Source: an optimization exercise on an open RTL-to-GDS flow (aim: small area, a short achievable clock period and few clock cycles per item). Production flows keep margins and buffers that such runs may drop.
The RTL was checked by simulation tests, not by an equivalence proof against the original design.
No activity file was given, so power comes from the tool's default toggle rates.

wip/nickel:
Design md_exec_unit, start of the top module:
module md_exec_unit
(
    input  logic               clk,
    input  logic               reset,
    input  logic               req_valid,
    input  logic [3:0]         op,
    input  logic [63:0]        srca,
    input  logic [63:0]        srcb,
    input  logic               hold,
    input  logic               flush,
    output logic               exe_is_waiting,
    output logic               result_valid,
    output logic [63:0]        result
);
==> flow/config.mk <==
export PLATFORM = sky130hd
export DESIGN_NAME = md_exec_unit
export DESIGN_NICKNAME = md_exec_unit
export VERILOG_FILES = /design/flow/design.v
export SDC_FILE = /design/flow/constraint.sdc
export NUM_CORES = 4
export LEC_CHECK = 0
export CAP_MARGIN = 20
export CORE_MARGIN = 2
export CORE_UTILIZATION = 48
export SETUP_SLACK_MARGIN = 0.5
export SLEW_MARGIN = 20
export TNS_END_PERCENT = 5
==> flow/constraint.sdc <==
create_clock -name core_clock -period 5.5 [get_ports {clk}]
set_input_delay 1.1000 -clock core_clock [delete_from_list [all_inputs] [get_ports {clk}]]
set_output_delay 1.1000 -clock core_clock [all_outputs]
set_load 0.01 [all_outputs]
run.sh (not shown) runs the stock make flow with config.mk's settings and CLKGATE_MAP_FILE= SYNTH_SCRIPT=/design/flow/synth_recipe.tcl, a recipe that flattens the netlist after the stock synthesis.
wip/nickel: full flow OK, the timing, design-rule and antenna checks passed
Testbench counts of wip/nickel, summed over its fixed seeds: cycles 29,554, ops 2,400.
## Diff of input files: wip/indigo against wip/nickel
# wip/nickel
export LEC_CHECK = 0
export CAP_MARGIN = 20
export CORE_MARGIN = 2
export CORE_UTILIZATION = 48
export SETUP_SLACK_MARGIN = 0.5
export SLEW_MARGIN = 20
export TNS_END_PERCENT = 5
create_clock -name core_clock -period 5.5 [get_ports {clk}]
# wip/indigo
export LEC_CHECK = 0
export CAP_MARGIN = 20
export CORE_MARGIN = 2
export CORE_UTILIZATION = 50
export SETUP_SLACK_MARGIN = 1.0
export SLEW_MARGIN = 20
export TNS_END_PERCENT = 10
create_clock -name core_clock -period 5.5 [get_ports {clk}]
--- outcome ---
Final layout net count, wip/indigo vs wip/nickel: up slightly
In wip/indigo relative to wip/nickel, fmax had gone up by a few percent.
Lower share of the clock period used by the worst path was reported by wip/indigo, not wip/nickel.
Relative to wip/nickel, the utilization of wip/indigo is higher by 4.8 points.
Final worst-path setup slack (lower): wip/nickel
Re power spent charging and discharging nets: wip/nickel and wip/indigo aren't equal, and the higher value belongs to wip/indigo.
Non-clock buffer count came out higher on wip/indigo than on wip/nickel.
In wip/indigo relative to wip/nickel, number of rows in the core area had gone down by a few percent.
> inputs changed (wip/indigo -> wip/harbor)
# wip/indigo
export LEC_CHECK = 0
export CAP_MARGIN = 20
export CORE_MARGIN = 2
export CORE_UTILIZATION = 50
export SETUP_SLACK_MARGIN = 1.0
export SLEW_MARGIN = 20
export TNS_END_PERCENT = 10
create_clock -name core_clock -period 5.5 [get_ports {clk}]
# wip/harbor
export LEC_CHECK = 0
export CAP_MARGIN = 20
export CORE_MARGIN = 2
export CORE_UTILIZATION = 45
export GPL_TIMING_DRIVEN = 0
export SETUP_SLACK_MARGIN = 0.9
export SLEW_MARGIN = 20
export TNS_END_PERCENT = 5
create_clock -name core_clock -period 5.5 [get_ports {clk}]
## What came out
wip/harbor finished every stage and its layout cleared the timing, design-rule and antenna checks. wip/harbor vs wip/indigo: first-iteration DRC count down slightly. Ratio of final minimum period to clock period: wip/indigo and wip/harbor compared, lower one is wip/indigo. Relative to wip/indigo, the proportion of power drawn by combinational gates of wip/harbor is higher by 1.2 points. In the flow results for wip/indigo and wip/harbor, the global-route usage is smaller on wip/harbor.
--- input diff wip/harbor..wip/lagoon ---
# wip/harbor
export LEC_CHECK = 0
export CAP_MARGIN = 20
export CORE_MARGIN = 2
export CORE_UTILIZATION = 45
export GPL_TIMING_DRIVEN = 0
export SETUP_SLACK_MARGIN = 0.9
export SLEW_MARGIN = 20
export TNS_END_PERCENT = 5
create_clock -name core_clock -period 5.5 [get_ports {clk}]
# wip/lagoon
export LEC_CHECK = 0
export CAP_MARGIN = 20
export CORE_MARGIN = 2
export CORE_UTILIZATION = 48
export SETUP_SLACK_MARGIN = 0.9
export SLEW_MARGIN = 20
export TNS_END_PERCENT = 5
create_clock -name core_clock -period 5.5 [get_ports {clk}]
## What came out
Of wip/lagoon and wip/harbor, the lower initial antenna violation count belongs to wip/lagoon.
wip/lagoon reports its kind of critical path as in -> reg while wip/harbor reports reg -> reg.
Taking wip/harbor as the reference, in wip/lagoon wire length of the first global-routing pass went down, slew at the pin closest to its max-slew limit went down.

## what the ideal ports hide
The results above use ideal ports. As a check the final layouts listed here were re-extracted and re-timed, cells and wires unchanged. Step 1 sets driving cells, clkbuf_16 on the clock port and buf_2 on the other inputs (assumed; they add their load-dependent delay and slew). Step 2 also shifts input and output timing later by t, the mid clock arrival at the registers, as if the neighbouring blocks saw the same clock. Three values: no drivers, after step 1, after step 2; two values: the first two.
run	t (ns)	setup slack, ns	slew at the worst register clock pin (ns)
wip/nickel	0.637	0.369 / 0.369 / 0.039	0.07 / 0.07
wip/indigo	0.639	0.638 / 0.638 / 0.152	0.07 / 0.07
wip/harbor	0.653	0.424 / 0.391 / -0.178	0.07 / 0.07
wip/lagoon	0.631	0.538 / 0.584 / -0.047	0.07 / 0.07
Met with ideal ports but missed after step 2: setup timing in wip/harbor and wip/lagoon. The setup slack of wip/harbor, which loses most, moves by -0.033 ns with the drivers and by -0.602 ns with both steps.
